This design comes from an exercise in tuning for small area, a short achievable clock period and few clock cycles on the open sky130 flow, not from production work.
RTL that was checked went through simulation tests only; none was proved equivalent to the original.
No functional check of the RTL was part of run 2.

**flow/config.mk**
```make
export PLATFORM = sky130hd
export DESIGN_NAME = sw_align_top
export DESIGN_NICKNAME = sw_align_top
export VERILOG_FILES = /design/flow/design.v
export SDC_FILE = /design/flow/constraint.sdc
export NUM_CORES = 4
export LEC_CHECK = 0
export ABC_AREA = 1
export CAP_MARGIN = 20
export CORE_MARGIN = 2
export CORE_UTILIZATION = 40
export CTS_CLUSTER_SIZE = 40
export SLEW_MARGIN = 20
```
**flow/constraint.sdc**
```tcl
create_clock -name core_clock -period 10.0 [get_ports {i_clk}]
set_input_delay 2.0000 -clock core_clock [delete_from_list [all_inputs] [get_ports {i_clk}]]
set_output_delay 2.0000 -clock core_clock [all_outputs]
set_load 0.01 [all_outputs]
```
**flow/design.v**
```verilog
`default_nettype none
package sw_pkg;
    typedef logic signed [14-1:0] score_t;
    typedef logic [2-1:0] base_t;
    typedef logic [16*2-1:0] query_t;
    typedef logic [10-1:0] pos_t;
    typedef logic [5-1:0] col_t;
    typedef logic [7-1:0] hval_t;
    typedef logic [16*7-1:0] hvec_t;
endpackage
`default_nettype wire
`default_nettype none
module symbol_intake (
    input  wire                i_clk,
    input  wire                i_rst,
    input  wire                i_start,
    input  wire                i_done,
    input  wire                i_sym_req,
    input  wire sw_pkg::base_t i_sym,
    input  wire                i_sym_last,
    output logic               o_sym_ack,
    output logic               o_busy,
    output logic               o_busy_i,    
    output logic               o_start_q,
    output logic               o_step,
    output sw_pkg::base_t      o_step_base,
    output logic               o_last_step
);
    logic run;       
    logic start_ok;
    logic accept;
    assign start_ok = i_start && !o_busy_i;
    assign accept   = run && i_sym_req && !o_sym_ack;
    always_ff @(posedge i_clk or posedge i_rst) begin
        if (i_rst) begin
            o_busy      <= 1'b0;
            o_busy_i    <= 1'b0;
            run         <= 1'b0;
            o_sym_ack   <= 1'b0;
            o_start_q   <= 1'b0;
            o_step      <= 1'b0;
            o_last_step <= 1'b0;
        end else begin
            o_start_q   <= start_ok;
            o_step      <= accept;
            o_last_step <= accept && i_sym_last;
            if (start_ok) begin
                o_busy   <= 1'b1;
                o_busy_i <= 1'b1;
            end else if (i_done) begin
                o_busy   <= 1'b0;
                o_busy_i <= 1'b0;
            end
            if (start_ok) begin
                run <= 1'b1;
            end else if (accept && i_sym_last) begin
                run <= 1'b0;
            end
            o_sym_ack <= accept || (o_sym_ack && i_sym_req);
        end
    end
    always_ff @(posedge i_clk) begin
        o_step_base <= i_sym;
    end
endmodule
`default_nettype wire
`default_nettype none
module pe_cell #(
    parameter int C  = 1,
    parameter int HB = 2,    
    parameter int DB = 1,    
    parameter int FB = 0,    
    parameter int FW = 1     
) (
    input  wire sw_pkg::base_t   i_a,
    input  wire sw_pkg::base_t   i_b,
    input  wire [DB-1:0]         i_h_diag,
    input  wire [HB-1:0]         i_h_top,
    input  wire [FW-1:0] i_f_top,
    output logic [HB-1:0]        o_h,
    output logic [FW-1:0] o_f
);
    localparam int W = HB + 1;
    logic [W-1:0] diag;
    logic [W-1:0] h_diag;
    logic [W-1:0] f_ext;
    logic [W-1:0] f_open;
    logic [W-1:0] top;
    logic [W-1:0] f_new;
    always_comb begin
        diag = W'(i_h_diag);
        top  = W'(i_h_top);
        if (i_a == i_b) begin
            h_diag = diag + W'(2);
        end else if (diag > W'(-(-3))) begin
            h_diag = diag - W'(-(-3));
        end else begin
            h_diag = '0;
        end
        f_ext  = '0;
        f_open = '0;
        f_new  = '0;
        if (FB > 0) begin
            f_ext  = (W'(i_f_top) > W'(-(-1))) ? W'(i_f_top) - W'(-(-1)) : '0;
            f_open = (h_diag > W'(-(-12) - 1)) ? h_diag - W'(-(-12) - 1) : '0;
        end
        o_h = (f_ext > h_diag) ? f_ext[HB-1:0] : h_diag[HB-1:0];
        f_new = (f_open > f_ext) ? f_open : f_ext;
        o_f = f_new[FW-1:0];
    end
endmodule
`default_nettype wire
`default_nettype none
module pe_array (
    input  wire                 i_clk,
    input  wire                 i_rst,
    input  wire                 i_start,
    input  wire                 i_query_load,
    input  wire sw_pkg::query_t i_query,
    input  wire                 i_step,
    input  wire sw_pkg::base_t  i_step_base,
    input  wire                 i_last_step,
    output sw_pkg::hvec_t       o_h_scores,
    output logic                o_valid,
    output logic                o_last
);
    localparam int N = 16;
    localparam int W = 7;
    sw_pkg::query_t query_q;
    sw_pkg::hval_t  h  [N+1];    
    logic [4:0]     z  [N+1];    
    logic [4:0]     pm [N+1];    
    logic           v1;
    logic           l1;
    assign h[0] = '0;
    assign z[0] = '0;
    localparam int KL = 7;
    localparam int KH = 15;
    logic gt [KL:KH][KL:KH];     
    always_comb begin
        for (int a = KL; a <= KH; a++) begin
            for (int b = KL; b <= KH; b++) begin
                gt[a][b] = (z[a] > z[b]);
            end
        end
    end
    always_comb begin
        for (int c = 0; c <= N; c++) pm[c] = '0;
        for (int c = 8; c <= N; c++) begin
            for (int k = KL; k <= KH; k++) begin
                if (k >= (14 + c) / 3 && k < c) begin
                    logic win;
                    win = 1'b1;
                    for (int j = KL; j <= KH; j++) begin
                        if (j >= (14 + c) / 3 && j < c) begin
                            if (j < k) win = win & !gt[j][k];
                            if (j > k) win = win & gt[k][j];
                        end
                    end
                    pm[c] = pm[c] | (win ? z[k] : 5'd0);
                end
            end
        end
    end
    genvar gc;
    generate
        for (gc = 1; gc <= N; gc++) begin : g_col
            localparam int HB = $clog2(2 * gc + 1);
            localparam int DB = (gc == 1) ? 1 : $clog2(2 * gc - 1);
            localparam int FB = (2 * gc - 12 <= 0) ? 0 : $clog2(2 * gc - 11);
            localparam int FW = (FB > 0) ? FB : 1;
            logic [HB-1:0] hq;
            logic [HB-1:0] h1;
            logic [HB-1:0] h2;
            logic [FW-1:0] f1;
            logic [FW-1:0] fq;
            pe_cell #(.C(gc), .HB(HB), .DB(DB), .FB(FB), .FW(FW)) u_cell (
                .i_a      (query_q[(gc-1)*2 +: 2]),
                .i_b      (i_step_base),
                .i_h_diag (h[gc-1][DB-1:0]),
                .i_h_top  (hq),
                .i_f_top  (fq),
                .o_h      (h1),
                .o_f      (f1)
            );
            assign h[gc] = W'(hq);
            assign z[gc] = (7'(hq) + 7'(gc) >= 7'd20) ? 5'(7'(hq) + 7'(gc) - 7'd19) : 5'd0;
            if (gc >= 8) begin : g_gap
                logic [6:0] e;
                logic [6:0] thr;
                assign e   = 7'(pm[gc]) + 7'd8 - 7'(gc);
                assign thr = 7'(hq) + 7'(gc - 8);
                assign h2  = (7'(pm[gc]) > thr) ? e[HB-1:0] : hq;
            end else begin : g_nogap
                assign h2 = hq;
            end
            if (gc == 1) begin : g_h1
                logic hb;
                always_ff @(posedge i_clk) begin
                    if (i_start) hb <= 1'b0;
                    else if (i_step) hb <= h1[1];
                end
                assign hq = {hb, 1'b0};
            end else begin : g_h
                always_ff @(posedge i_clk) begin
                    if (i_start) hq <= '0;
                    else if (i_step) hq <= h1;
                    else hq <= h2;
                end
            end
            if (FB == 0) begin : g_nof
                assign fq = '0;
            end else begin : g_f
                always_ff @(posedge i_clk) begin
                    if (i_start) fq <= '0;
                    else if (i_step) fq <= f1;
                end
            end
            assign o_h_scores[(gc-1)*W +: W] = h[gc];
        end
    endgenerate
    always_ff @(posedge i_clk) begin
        if (i_query_load) query_q <= i_query;
    end
    always_ff @(posedge i_clk or posedge i_rst) begin
        if (i_rst) begin
            v1      <= 1'b0;
            l1      <= 1'b0;
            o_valid <= 1'b0;
            o_last  <= 1'b0;
        end else begin
            v1      <= i_step;
            l1      <= i_last_step;
            o_valid <= v1;
            o_last  <= l1;
        end
    end
endmodule
`default_nettype wire
`default_nettype none
module wavefront_max (
    input  wire                     i_clk,
    input  wire                     i_rst,
    input  wire sw_pkg::hvec_t      i_h_scores,
    input  wire sw_pkg::hval_t      i_best,
    input  wire                     i_valid,
    input  wire                     i_last,
    output logic [1:0]              o_row_key,
    output logic [5-2:0]    o_row_idx,     
    output logic                    o_valid,
    output logic                    o_last
);
    localparam int N     = 16;
    localparam int NODES = 2 * N - 1;
    localparam int W     = 7;
    logic [1:0]               node_key [NODES];
    logic [5-2:0]     node_idx [NODES];
    always_comb begin
        for (int k = 0; k < N; k++) begin
            sw_pkg::hval_t hk;
            logic [1:0]    dk;
            hk = i_h_scores[k*W +: W];
            dk = hk[1:0] - i_best[1:0];
            node_key[N-1+k] = (hk >= i_best) ? dk + 2'd1 : 2'd0;
            node_idx[N-1+k] = (5-1)'(k);
        end
        for (int k = N - 2; k >= 0; k--) begin
            if (node_key[2*k+2] >= node_key[2*k+1]) begin
                node_key[k] = node_key[2*k+2];
                node_idx[k] = node_idx[2*k+2];
            end else begin
                node_key[k] = node_key[2*k+1];
                node_idx[k] = node_idx[2*k+1];
            end
        end
    end
    always_ff @(posedge i_clk or posedge i_rst) begin
        if (i_rst) begin
            o_valid <= 1'b0;
            o_last  <= 1'b0;
        end else begin
            o_valid <= i_valid;
            o_last  <= i_last;
        end
    end
    always_ff @(posedge i_clk) begin
        if (i_valid) begin
            o_row_key <= node_key[0];
            o_row_idx <= node_idx[0];
        end
    end
endmodule
`default_nettype wire
`default_nettype none
module score_max_tracker (
    input  wire                  i_clk,
    input  wire                  i_rst,
    input  wire                  i_start,
    input  wire [1:0]            i_row_key,
    input  wire [5-2:0]  i_row_idx,     
    input  wire                  i_valid,
    input  wire                  i_last,
    output sw_pkg::hval_t        o_best,
    output sw_pkg::score_t       o_max_score,
    output sw_pkg::pos_t         o_max_row,
    output sw_pkg::col_t         o_max_col,
    output logic                 o_done,
    output logic                 o_done_d
);
    logic [5-2:0]   delta;
    sw_pkg::pos_t           row;
    logic [5:0]             best;        
    logic                   win;
    assign win = i_row_key[1] || (i_row_key[0] && (i_row_idx >= delta));
    assign o_max_score = sw_pkg::score_t'(best);
    assign o_best      = sw_pkg::hval_t'(best);
    assign o_done_d    = i_valid && i_last;
    always_ff @(posedge i_clk or posedge i_rst) begin
        if (i_rst) begin
            o_done <= 1'b0;
        end else begin
            o_done <= o_done_d;
        end
    end
    always_ff @(posedge i_clk) begin
        if (i_start) begin
            best  <= '0;
            delta  <= '0;
            row    <= sw_pkg::pos_t'(1);
        end else if (i_valid) begin
            row <= row + 1'b1;
            if (win) begin
                best      <= best + 6'(i_row_key) - 1'b1;
                delta     <= i_row_idx;
                o_max_row <= row;
                o_max_col <= sw_pkg::col_t'(i_row_idx) + 1'b1;
            end else if (delta != '0) begin
                delta <= delta - 1'b1;
            end
        end
    end
endmodule
`default_nettype wire
`default_nettype none
module sw_align_top (
    input  wire                 i_clk,
    input  wire                 i_rst,
    input  wire                 i_start,
    input  wire sw_pkg::query_t i_query,
    input  wire                 i_sym_req,
    input  wire sw_pkg::base_t  i_sym,
    input  wire                 i_sym_last,
    output logic                o_sym_ack,
    output logic                o_busy,
    output logic                o_done,
    output sw_pkg::score_t      o_max_score,
    output sw_pkg::pos_t        o_max_row,
    output sw_pkg::col_t        o_max_col
);
    logic               start_q;
    logic               busy_i;
    logic               done_d;
    logic               step;
    sw_pkg::base_t      step_base;
    logic               last_step;
    sw_pkg::hvec_t      h_scores;
    logic               h_valid;
    logic               h_last;
    sw_pkg::hval_t      best;
    logic [1:0]         row_key;
    logic [5-2:0] row_idx;
    logic               row_valid;
    logic               row_last;
    symbol_intake u_intake (
        .i_clk        (i_clk),
        .i_rst        (i_rst),
        .i_start      (i_start),
        .i_done       (done_d),
        .i_sym_req    (i_sym_req),
        .i_sym        (i_sym),
        .i_sym_last   (i_sym_last),
        .o_sym_ack    (o_sym_ack),
        .o_busy       (o_busy),
        .o_busy_i     (busy_i),
        .o_start_q    (start_q),
        .o_step       (step),
        .o_step_base  (step_base),
        .o_last_step  (last_step)
    );
    pe_array u_array (
        .i_clk        (i_clk),
        .i_rst        (i_rst),
        .i_start      (start_q),
        .i_query_load (!busy_i),
        .i_query      (i_query),
        .i_step       (step),
        .i_step_base  (step_base),
        .i_last_step  (last_step),
        .o_h_scores   (h_scores),
        .o_valid      (h_valid),
        .o_last       (h_last)
    );
    wavefront_max u_wave_max (
        .i_clk        (i_clk),
        .i_rst        (i_rst),
        .i_h_scores   (h_scores),
        .i_best       (best),
        .i_valid      (h_valid),
        .i_last       (h_last),
        .o_row_key    (row_key),
        .o_row_idx    (row_idx),
        .o_valid      (row_valid),
        .o_last       (row_last)
    );
    score_max_tracker u_tracker (
        .i_clk        (i_clk),
        .i_rst        (i_rst),
        .i_start      (start_q),
        .i_row_key    (row_key),
        .i_row_idx    (row_idx),
        .i_valid      (row_valid),
        .i_last       (row_last),
        .o_best       (best),
        .o_max_score  (o_max_score),
        .o_max_row    (o_max_row),
        .o_max_col    (o_max_col),
        .o_done       (o_done),
        .o_done_d     (done_d)
    );
endmodule
`default_nettype wire
```
**flow/flow/run.sh**
```bash
#!/bin/bash
# Standard ORFS layout with these changes, none of which touches the design or
# its constraints:
#  - synthesis leaves adders to ABC instead of extracting them into half/full
#    adder cells (ADDER_MAP_FILE empty), so ABC can optimise the small
#    constant adders and comparators of this design;
#  - ABC restructures and maps for area (a copy of ORFS's scripts
#    folder whose abc_area.script runs &deepsyn for 60 s, then a
#    mapping script like ORFS's area one: "dch; map -B 0.9; topo; stime; buffer; upsize;
#    dnsize");
#  - the port buffers are buf_2 cells instead of the delay buffer that
#    buffer_ports picks by default;
#  - timing repair aims at the margin given below.
# make's output goes to make_finish.log; each ORFS step logs to orfs/logs/.
set -euo pipefail
cd "$(dirname "$0")/.."
rm -rf scripts_abc
cp -r "$FLOW_HOME/scripts" scripts_abc
printf 'strash\n&get -n\n&deepsyn -T 60\n&put\ndch\nmap -B 0.9\ntopo\nstime -c\nbuffer -c\nupsize -c\ndnsize -c\n' > scripts_abc/abc_area.script
bash standard.sh ADDER_MAP_FILE= "SCRIPTS_DIR=$PWD/scripts_abc" \
    "BUFFER_PORTS_ARGS=-buffer_cell sky130_fd_sc_hd__buf_2" \
    SETUP_SLACK_MARGIN=7.2 finish > make_finish.log 2>&1
```
**flow/standard.sh**
```bash
#!/bin/bash
# synth_recipe.tcl (not shown) runs the flow's synth.tcl, then flattens the netlist and writes it again
# the make line also repeats each setting of config.mk as NAME=value (left out here)
make -C /OpenROAD-flow-scripts/flow DESIGN_CONFIG=/design/flow/config.mk WORK_HOME=/design/flow/orfs CLKGATE_MAP_FILE= SYNTH_SCRIPT=/design/flow/synth_recipe.tcl "${@:-finish}"
```
==> results of run 1 <==
[flip-flops by register name (all words and copies together), names as in the netlist, 2 cells and up]
register / flops
u_tracker.o_max_col: 5
u_intake.o_step_base: 2
u_array.g_col.hq: 67
u_tracker.best: 6
u_tracker.row: 10
u_array.g_col.fq: 39
u_array.query_q: 32
u_tracker.o_max_row: 10
u_wave_max.o_row_idx: 4
u_wave_max.o_row_key: 2
u_tracker.delta: 4
[metal layers]
metal,vias up,wire length (µm),global-route usage [%]
li1,9209,-,-
met3,205,4710,4.89
met1,9102,26000,36.6
met4,0,2720,12.4
met2,875,28000,44.0
met5,-,0,0
[final timing paths]
path                                           end  slack [ps]  depth (start not counted)
max                                 o_max_score[0]        6900                          2
min in group asynchronous          u_intake.o_step        1500                          2
min                              u_wave_max.o_last         350                          0
max in group asynchronous             u_intake.run        8180                          2
max reg2reg                u_array.g_col[10].hq[0]        7010                         18
min reg2reg                      u_wave_max.o_last         350                          0
[layout by cell type, fill, tap and decap left out, drive strengths merged, types with 7 or more instances in the layout]
cell,instances
a31oi,17
o31ai,8
o211ai,49
a32o,10
clkinv,8
buf,310
nor2,299
dfrtp,13
xnor2,37
o22ai,30
xor2,26
o221ai,36
nand2,709
clkbuf,18
nand3b,13
or2,8
o21ai,254
nand3,197
nor3,39
edfxtp,53
clkinvlp,14
a22oi,7
conb,8
a21oi,120
dfxtp,129
nand4,39
inv,346
[Yosys cell counts, drive strengths merged (6+ instances only)]
cell type and count:
a21oi 120, a22oi 7, a31oi 17, a32o 10
buf 58, clkbuf 26, clkinv 6, dfrtp 13
dfxtp 129, edfxtp 53, inv 350, nand2 708
nand3 197, nand3b 13, nand4 39, nor2 299
nor3 39, o211ai 49, o21ai 254, o221ai 36
o22ai 30, o31ai 8, or2 8, xnor2 37
xor2 26
[logic make-up (layout without fill, tap and decap cells)]
group                    after synthesis  count (layout)  synth area share, %
AND/OR/NAND/NOR                     1313            1314                 35.2
AO/OA/AOI/OAI                        578             578                 22.1
buffers and inverters                440             701                 11.1
flip-flops                           195             195                 28.0
XOR/XNOR                              63              63                 3.44
adder cells (fa/ha/maj)                2               2                0.125
other                                  1               8               0.0234
[per-stage QoR]
step                cells  hold WS (ps)  utilization (%)
floorplan            2599           331                -
global placement     3115           336             42.1
detailed placement   3115           337             42.1
CTS                  3229           355             47.3
global route         3386           360             54.2
finish               3386           351             54.2
[worst max-delay path, cell delays in order (launching register included)]
cell and delay, ps:
dfxtp_4 360, buf_12 120, buf_6 110
[cell type report]
| class | count | share of cell area, % |
|---|---|---|
| clock buffer | 17 | 1.98 |
| clock inverter | 15 | 1.10 |
| inverter | 356 | 6.88 |
| multi-input combinational | 1965 | 53.6 |
| sequential | 195 | 21.7 |
| tap | 525 | 3.06 |
| timing repair buffer | 312 | 11.6 |
| timing repair inverter | 1 | 0.0349 |
[repair_timing]
item | 4_1_cts | 5_1_grt
setup endpoints to repair | 93 | 85
cloned | 2 | 2
buffers inserted | 80 | 155
gates resized for setup | 223 | 428
pin swaps | 27 | 130
==> metrics.md, run 1 <==
| Metric | Value |
|---|---|
| Reg2reg start | u_array.g_col[9].hq[1] |
| Fraction of layout cells with a size suffix above 1 | 29.0% |
| Insertion delay to the later sink of the worst-skew pair | 520 ps |
| Setup_tns | 0 ps |
| Final nets | 2887 |
| Post-DR wirelength/cell | 18.2 µm |
| Layout fillers | 3888 |
| Period minus WS final | 3100 ps |
| Worst slack, placed | 6350 ps |
| DP Wirelength | 40900 µm |
| Min-delay worst type | flop to flop |
| Initial core utilization | 40.5% |
| Vias post-DR | 19.4k |
| CTS buffer count | 17 |
| Pin count of the biggest net entering global routing | 49 |
| Worst-path clk slew | 80 ps |
| Post-Syn Area per Cell | 6.19 µm² |
| Area contributors post-synth | dfxtp_1 (16%), nand2_1 (16%), edfxtp_1 (9.9%) |
| Depth of the CTS H-tree | 4 |
| Max-slew violations | 0 |
| CTS tree | yes |
| RD Place Congestion | 1.03 |
| I/O pins | 71 |
| Worst EP arrival | 1100 ps |
| Area share of the largest cell type after synthesis | 16.1% |
| FFs w/ async S/R, synth | 6.67% |
| Highest Clock Rate | 323 MHz |
| Synth unique cells | 68 |
| Max-Cap Viols | 0 |
| DR DRC count | 0 |
| Pre-Repair DR Iteration Count | 6 |
| Total Wirelength | 61500 µm |
| Initial antenna violation count | 0 |
| Inserted Diodes | 0 |
| Root Driver | clkbuf_16 |
| Worst Path Max Fanout | 2 |
| Largest area contributor in the netlist | dfxtp_1 |
| Post-route design area | 21500 µm² |
| Hold_buf cts | 0 |
| DR iter-0 viols | 1822 |
| Synthesis-stage register bit count | 195 |
| GRT Overall Usage | 27.7% |
| Cells after Synth | 2592 |
| Setup violations, final | 0 |
| Number of routed nets with antenna violations | 0 |
| Critical path required time | 8000 ps |
| Die extent in x | 204 µm |
| Vias in the first global route | 17.1k |
| Reg area | 4660 µm² |
| Status | no timing/DRC/antenna violations |
| Core box area | 39600 µm² |
| Die span in y | 204 µm |
| Kind of critical path | flop to output pin |
| Vias/cell | 5.73 |
| Measured slew at the worst slew-check pin | 715 ps |
| HP Start | u_array.o_last |
| Post-Synthesis Cell Area | 16000 µm² |
| Synth warn | 30 |
| Post-synthesis sequential area ratio | 28.0% |
| First-pass GRT wire length | 90800 µm |
| Multi-input logic area | 11500 µm² |
| Startpoint Class | flop |
| CTS sink count | 195 |
| Fin crit share | 31.0% |
| Final WS setup | 6900 ps |
| FP Rows | 73 |
| Slew HR | 52.3% |
| Endpoint class of the critical path | output pin |
| Post-place instance area | 16700 µm² |
| Final Hold Fails | 0 |
| RSZ-0062 raised after global routing | true |
| Area Growth Syn to Fin | 33.9% |
| Port bufs | 62 |
| Main synth FF type | dfxtp_1 |
| Crit path from | u_tracker.best[0] |
| Die area | 41700 µm² |
| Fin Clk Skew | 18.4 ps |
| CTS max path bufs | 2 |
| Number of synthesized flops with an enable pin | 53 |
| Grt ovf | 0 |
Testbench counts, summed over its fixed seeds: cycles 102,964.
==> run 2, diff against run 1 <==
--- a/flow/design.v
+++ b/flow/design.v
@@ -22,3 +22,2 @@
     output logic               o_busy,
-    output logic               o_busy_i,    
     output logic               o_start_q,
@@ -31,3 +30,3 @@
     logic accept;
-    assign start_ok = i_start && !o_busy_i;
+    assign start_ok = i_start && !o_busy;
     assign accept   = run && i_sym_req && !o_sym_ack;
@@ -36,3 +35,2 @@
             o_busy      <= 1'b0;
-            o_busy_i    <= 1'b0;
             run         <= 1'b0;
@@ -47,7 +45,5 @@
             if (start_ok) begin
-                o_busy   <= 1'b1;
-                o_busy_i <= 1'b1;
+                o_busy <= 1'b1;
             end else if (i_done) begin
-                o_busy   <= 1'b0;
-                o_busy_i <= 1'b0;
+                o_busy <= 1'b0;
             end
@@ -104,7 +100,7 @@
             f_ext  = (W'(i_f_top) > W'(-(-1))) ? W'(i_f_top) - W'(-(-1)) : '0;
-            f_open = (h_diag > W'(-(-12) - 1)) ? h_diag - W'(-(-12) - 1) : '0;
+            f_open = (top > W'(-(-12))) ? top - W'(-(-12)) : '0;
+            f_new  = (f_ext > f_open) ? f_ext : f_open;
         end
-        o_h = (f_ext > h_diag) ? f_ext[HB-1:0] : h_diag[HB-1:0];
-        f_new = (f_open > f_ext) ? f_open : f_ext;
         o_f = f_new[FW-1:0];
+        o_h = (f_new > h_diag) ? f_new[HB-1:0] : h_diag[HB-1:0];
     end
@@ -130,4 +126,4 @@
     sw_pkg::hval_t  h  [N+1];    
-    logic [4:0]     z  [N+1];    
-    logic [4:0]     pm [N+1];    
+    logic [5:0]     z  [N+1];    
+    logic [5:0]     pm [N+1];    
     logic           v1;
@@ -136,30 +132,24 @@
     assign z[0] = '0;
-    localparam int KL = 7;
-    localparam int KH = 15;
-    logic gt [KL:KH][KL:KH];     
-    always_comb begin
-        for (int a = KL; a <= KH; a++) begin
-            for (int b = KL; b <= KH; b++) begin
-                gt[a][b] = (z[a] > z[b]);
-            end
-        end
-    end
-    always_comb begin
-        for (int c = 0; c <= N; c++) pm[c] = '0;
-        for (int c = 8; c <= N; c++) begin
-            for (int k = KL; k <= KH; k++) begin
-                if (k >= (14 + c) / 3 && k < c) begin
-                    logic win;
-                    win = 1'b1;
-                    for (int j = KL; j <= KH; j++) begin
-                        if (j >= (14 + c) / 3 && j < c) begin
-                            if (j < k) win = win & !gt[j][k];
-                            if (j > k) win = win & gt[k][j];
-                        end
-                    end
-                    pm[c] = pm[c] | (win ? z[k] : 5'd0);
-                end
-            end
-        end
-    end
+    logic [5:0] m78, m89, m910, m1011, m1112, m1213, m1314, m1415, m9to12;
+    function automatic logic [5:0] max6(input logic [5:0] a, input logic [5:0] b);
+        max6 = (a > b) ? a : b;
+    endfunction
+    assign m78    = max6(z[7],  z[8]);
+    assign m89    = max6(z[8],  z[9]);
+    assign m910   = max6(z[9],  z[10]);
+    assign m1011  = max6(z[10], z[11]);
+    assign m1112  = max6(z[11], z[12]);
+    assign m1213  = max6(z[12], z[13]);
+    assign m1314  = max6(z[13], z[14]);
+    assign m1415  = max6(z[14], z[15]);
+    assign m9to12 = max6(m910, m1112);
+    assign pm[8]  = z[7];
+    assign pm[9]  = m78;
+    assign pm[10] = m89;
+    assign pm[11] = max6(m89, z[10]);
+    assign pm[12] = max6(m89, m1011);
+    assign pm[13] = m9to12;
+    assign pm[14] = max6(m9to12, z[13]);
+    assign pm[15] = max6(m9to12, m1314);
+    assign pm[16] = max6(max6(m1011, m1213), m1415);
     genvar gc;
@@ -186,9 +176,7 @@
             assign h[gc] = W'(hq);
-            assign z[gc] = (7'(hq) + 7'(gc) >= 7'd20) ? 5'(7'(hq) + 7'(gc) - 7'd19) : 5'd0;
+            assign z[gc] = 6'(hq) + 6'(gc);
             if (gc >= 8) begin : g_gap
-                logic [6:0] e;
-                logic [6:0] thr;
-                assign e   = 7'(pm[gc]) + 7'd8 - 7'(gc);
-                assign thr = 7'(hq) + 7'(gc - 8);
-                assign h2  = (7'(pm[gc]) > thr) ? e[HB-1:0] : hq;
+                logic signed [7:0] e;
+                assign e  = $signed({2'b0, pm[gc]}) - 8'sd11 - 8'(gc);
+                assign h2 = (e > $signed(8'(hq))) ? e[HB-1:0] : hq;
             end else begin : g_nogap
@@ -244,6 +232,5 @@
     input  wire sw_pkg::hvec_t      i_h_scores,
-    input  wire sw_pkg::hval_t      i_best,
     input  wire                     i_valid,
     input  wire                     i_last,
-    output logic [1:0]              o_row_key,
+    output sw_pkg::hval_t           o_row_max,
     output logic [5-2:0]    o_row_idx,     
@@ -255,3 +242,3 @@
     localparam int W     = 7;
-    logic [1:0]               node_key [NODES];
+    sw_pkg::hval_t            node_val [NODES];
     logic [5-2:0]     node_idx [NODES];
@@ -259,7 +246,3 @@
         for (int k = 0; k < N; k++) begin
-            sw_pkg::hval_t hk;
-            logic [1:0]    dk;
-            hk = i_h_scores[k*W +: W];
-            dk = hk[1:0] - i_best[1:0];
-            node_key[N-1+k] = (hk >= i_best) ? dk + 2'd1 : 2'd0;
+            node_val[N-1+k] = i_h_scores[k*W +: W];
             node_idx[N-1+k] = (5-1)'(k);
@@ -267,7 +250,7 @@
         for (int k = N - 2; k >= 0; k--) begin
-            if (node_key[2*k+2] >= node_key[2*k+1]) begin
-                node_key[k] = node_key[2*k+2];
+            if (node_val[2*k+2] >= node_val[2*k+1]) begin
+                node_val[k] = node_val[2*k+2];
                 node_idx[k] = node_idx[2*k+2];
             end else begin
-                node_key[k] = node_key[2*k+1];
+                node_val[k] = node_val[2*k+1];
                 node_idx[k] = node_idx[2*k+1];
@@ -287,3 +270,3 @@
         if (i_valid) begin
-            o_row_key <= node_key[0];
+            o_row_max <= node_val[0];
             o_row_idx <= node_idx[0];
@@ -298,3 +281,3 @@
     input  wire                  i_start,
-    input  wire [1:0]            i_row_key,
+    input  wire sw_pkg::hval_t   i_row_max,
     input  wire [5-2:0]  i_row_idx,     
@@ -302,3 +285,2 @@
     input  wire                  i_last,
-    output sw_pkg::hval_t        o_best,
     output sw_pkg::score_t       o_max_score,
@@ -309,9 +291,8 @@
 );
+    sw_pkg::hval_t          best;
     logic [5-2:0]   delta;
     sw_pkg::pos_t           row;
-    logic [5:0]             best;        
     logic                   win;
-    assign win = i_row_key[1] || (i_row_key[0] && (i_row_idx >= delta));
+    assign win = (i_row_max > best) || ((i_row_max == best) && (i_row_idx >= delta));
     assign o_max_score = sw_pkg::score_t'(best);
-    assign o_best      = sw_pkg::hval_t'(best);
     assign o_done_d    = i_valid && i_last;
@@ -327,4 +308,4 @@
             best  <= '0;
-            delta  <= '0;
-            row    <= sw_pkg::pos_t'(1);
+            delta <= '0;
+            row   <= sw_pkg::pos_t'(1);
         end else if (i_valid) begin
@@ -332,3 +313,3 @@
             if (win) begin
-                best      <= best + 6'(i_row_key) - 1'b1;
+                best      <= i_row_max;
                 delta     <= i_row_idx;
@@ -360,3 +341,2 @@
     logic               start_q;
-    logic               busy_i;
     logic               done_d;
@@ -368,4 +348,3 @@
     logic               h_last;
-    sw_pkg::hval_t      best;
-    logic [1:0]         row_key;
+    sw_pkg::hval_t      row_max;
     logic [5-2:0] row_idx;
@@ -383,3 +362,2 @@
         .o_busy       (o_busy),
-        .o_busy_i     (busy_i),
         .o_start_q    (start_q),
@@ -393,3 +371,3 @@
         .i_start      (start_q),
-        .i_query_load (!busy_i),
+        .i_query_load (!o_busy),
         .i_query      (i_query),
@@ -406,6 +384,5 @@
         .i_h_scores   (h_scores),
-        .i_best       (best),
         .i_valid      (h_valid),
         .i_last       (h_last),
-        .o_row_key    (row_key),
+        .o_row_max    (row_max),
         .o_row_idx    (row_idx),
@@ -418,3 +395,3 @@
         .i_start      (start_q),
-        .i_row_key    (row_key),
+        .i_row_max    (row_max),
         .i_row_idx    (row_idx),
@@ -422,3 +399,2 @@
         .i_last       (row_last),
-        .o_best       (best),
         .o_max_score  (o_max_score),
==> flow/flow/run.sh (replaced) <==
#!/bin/bash
# Standard ORFS layout, except that synthesis leaves adders to ABC instead of
# extracting them into half/full adder cells (ADDER_MAP_FILE empty), which lets
# ABC optimise the small constant adders and comparators of this design.
set -euo pipefail
cd "$(dirname "$0")/.."
bash standard.sh ADDER_MAP_FILE= finish > make_finish.log 2>&1
--- a/flow/config.mk
+++ b/flow/config.mk
@@ -7,3 +7,2 @@
 export LEC_CHECK = 0
-export ABC_AREA = 1
 export CAP_MARGIN = 20
@@ -11,3 +10,2 @@
 export CORE_UTILIZATION = 40
-export CTS_CLUSTER_SIZE = 40
 export SLEW_MARGIN = 20
==> run 2 against run 1 <==
Net effect:
- still clean on timing, DRC and antenna
- flip-flop and latch count rose by 4
- critical path depth increased by 18
- global-route usage down 2.9 points
- die area grew 24%
- synthesized area rose by 24%
- clock-buffer cell count rose by 5
- worst setup slack worse by 3600 ps
- sequential share of layout area is 0.067 points lower
- core utilization is 11 points lower
- largest cell class unchanged
==> metrics.md, run 2 <==
| Metric | Value |
|---|---|
| Status | no timing/DRC/antenna violations |
| Biggest register | u_array.g_col.hq |
| Pin count of the biggest net entering global routing | 79 (+61%) |
| CTS max path bufs | 2 (unchanged) |
| Post-Syn Area per Cell | 7.06 µm² (+14%) |
| Post-DR wirelength/cell | 18.9 µm (+4.2%) |
| Max-slew violations | 0 (unchanged) |
| Total Wirelength | 64600 µm (+5.1%) |
| Port bufs | 62 (unchanged) |
| Commonest non-fill, non-tap cell in the layout | nor2_1 |
| Vias/cell | 6.16 (+7.6%) |
| Pre-Repair DR Iteration Count | 8 (+2) |
| Leading cell types in the layout, fill and taps excluded | nor2_1 (351), nand2_1 (288), a21oi_1 (259) |
| Reg2reg start | u_array.g_col[10].hq[3] |
| First-pass GRT wire length | 103000 µm (+13%) |
| FP Rows | 81 (+11%) |
| CTS sink count | 199 (+2.1%) |
| Final nets | 2778 (-3.8%) |
| Die span in y | 227 µm (+11%) |
| Area contributors post-synth | dfxtp_1 (13%), edfxtp_1 (8.6%), nor2_1 (6.6%) |
| Die area | 51600 µm² (+24%) |
| Initial core utilization | 40.6% (+0.11 points) |
| Root Driver | clkbuf_16 |
| Slew HR | 30.6% (-22 points) |
| FFs w/ async S/R, synth | 6.53% (-0.13 points) |
| Worst-path clk slew | 90 ps (about the same) |
| HP Start | u_array.v1 |
| Cells after Synth | 2818 (+8.7%) |
| Worst Path Max Fanout | 19 (+17) |
| Most common cell in the netlist | nor2_1 |
| Number of flip-flops under the largest register name | 67 (unchanged) |
| Max-Cap Viols | 0 (unchanged) |
| I/O pins | 71 (unchanged) |
| Fin crit share | 67.4% (+36 points) |
| Inserted Diodes | 0 (unchanged) |
| Post-Synthesis Cell Area | 19900 µm² (+24%) |
| CTS tree | yes |
| Worst reg2reg path depth | 20 (+2) |
| Final Hold Fails | 0 (unchanged) |
| Synth warn | 28 (-6.7%) |
| Post-CTS Setup Inserts | 0 (-100%) |
| Area share of the largest cell type after synthesis | 13.0% (-3.1 points) |
| Min-delay worst type | flop to flop |
| Core box area | 49100 µm² (+24%) |
| Setup_tns | 0 ps (unchanged) |
| Layout fillers | 5051 (+30%) |
| Post-synthesis sequential area ratio | 23.2% (-4.8 points) |
| Worst EP arrival | 7100 ps (+6000 ps) |
| Largest regs | u_array.g_col.hq x67, u_array.g_col.fq x39, u_array.query_q x32 |
| Commonest cells post-synth | nor2_1 (352), nand2_1 (288), a21oi_1 (259) |
| Initial antenna violation count | 0 (unchanged) |
| Area Growth Syn to Fin | 7.49% |
| Number of synthesized flops with an enable pin | 57 (+7.5%) |
| CTS buffer count | 17 (unchanged) |
| Synthesis-stage register bit count | 199 (+2.1%) |
| Highest Clock Rate | 148 MHz (-54%) |
| Depth of the CTS H-tree | 4 (unchanged) |
| Crit path from | u_array.g_col[10].hq[3] |
| Kind of critical path | flop to flop |
| Setup violations, final | 0 (unchanged) |
| Endpoint class of the critical path | flop |
| Measured slew at the worst slew-check pin | 1040 ps (+323 ps) |
| Grt ovf | 0 (unchanged) |
| Hold Slack | 355 ps (+4.40 ps) |
| Fin Clk Skew | 19.6 ps (+1.12 ps) |
| Fraction of layout cells with a size suffix above 1 | 5.70% (-23 points) |
| Vias in the first global route | 18.9k (+11%) |
| Resize count post-CTS | 0 (-100%) |
| Vias post-DR | 21.0k (+8.5%) |
| Synth unique cells | 111 (+63%) |
| RD Place Congestion | 0.984 (-4.7%) |
| Insertion delay to the later sink of the worst-skew pair | 500 ps (-20 ps) |
| Period minus WS final | 6740 ps (+3640 ps) |
| DP Wirelength | 46200 µm (+13%) |
| GRT Overall Usage | 24.8% (-2.9 points) |
| Critical path required time | 10360 ps (+2360 ps) |
| Main synth FF type | dfxtp_1 |
| DR DRC count | 0 (unchanged) |
| Number of routed nets with antenna violations | 0 (unchanged) |
| Hold path depth | 0 (unchanged) |
| Die extent in x | 227 µm (+11%) |
| RSZ-0062 raised after global routing | false |
| Largest area contributor in the netlist | dfxtp_1 |
| Hold_buf cts | 0 (unchanged) |
| Startpoint Class | flop |
| DR iter-0 viols | 1918 (+5.3%) |
[run 2: layout make-up]
cell class                 count  area, µm²  share of cell area, %
clock inverter                10       78.8                  0.368
timing repair buffer          99        898                   4.20
tap                          664        831                   3.88
sequential                   199       4630                   21.6
inverter                      96        360                   1.68
clock buffer                  22        487                   2.27
multi-input combinational   2326      14100                   66.0
[run 2: routing by layer]
metal	GRT usage (%)	up-vias	share of wire, %
met3	3.55	99	6.0
met1	33.9	9986	46
met2	39.7	735	46
met4	8.75	0	2.4
met5	0	-	0
li1	-	10220	-
[run 2: worst paths after layout]
path,end,slack [ps]
max in group asynchronous,u_intake.o_step,7780
hold / removal,u_array.o_valid,350
hold reg to reg,u_array.o_valid,350
setup / recovery,u_array.g_col[12].hq[1],3260
setup reg to reg,u_array.g_col[12].hq[1],3260
min in group asynchronous,u_intake.o_busy,1820
[run 2: critical path: stages (launching register included)]
cell	delay [ps]
dfxtp_1	570
buf_4	360
a21oi_2	120
xnor2_1	450
o22ai_1	150
a211o_1	340
o21ai_2	300
maj3_2	370
mux2i_1	750
nand3_1	160
o2111a_1	200
o31ai_1	400
maj3_1	260
maj3_1	500
mux2i_1	140
o221ai_1	290
a31oi_1	180
maj3_1	390
a21oi_2	340
mux2i_1	230
nor2_1	50
[run 2: metrics by stage]
stage | setup WS, ps | instances | cell area (µm²) | utilization [%]
final | 3260 | 3416 | 21400 | 43.6
after detailed placement | 3330 | 3384 | 20800 | 42.4
after global placement | 3400 | 3384 | 20800 | 42.4
after floorplan | 4670 | 2825 | 19900 | -
after global routing | 2780 | 3416 | 21400 | 43.6
after CTS | 3310 | 3416 | 21400 | 43.6
[run 2: logic make-up (layout without fill, tap and decap cells)]
family          after synthesis  after routing  synth area share [%]
flops                       199            199                  23.2
mux                         130            130                  6.74
fa+ha+maj                    46             46                  2.32
simple gates               1042           1042                  24.0
compound gates              995            995                  32.9
xor+xnor                    105            105                  4.69
other cells                   1              8                0.0188
buf+inv                     300            227                  6.07

==> what the ideal ports hide <==
No port has a modelled driver above. Below, the same layouts with a new extraction and two added sets of constraints. Step 1 (the two cells are an assumption about what drives the block):
set clk [get_ports {i_clk}]
set_driving_cell -lib_cell sky130_fd_sc_hd__clkbuf_16 $clk
set_driving_cell -lib_cell sky130_fd_sc_hd__buf_2 [delete_from_list [all_inputs] $clk]
Step 2 also shifts input and output timing later by t, the mid clock arrival at the registers, as if the neighbouring blocks saw the same clock. Slacks: ideal ports / drivers / drivers and shift; pairs: ideal ports / drivers.
| run | shift t [ns] | setup slack, ns | worst setup path at the end | latest minus earliest clock arrival (ns) | pins driven straight from the clock port |
|---|---|---|---|---|---|
| run 1 | 0.560 | 6.900 / 6.846 / 7.007 | register to register | 0.020 / 0.019 | 1 |
| run 2 | 0.548 | 3.258 / 3.258 / 3.258 | register to register | 0.022 / 0.023 | 1 |
After both steps setup and hold are still met in every run listed.
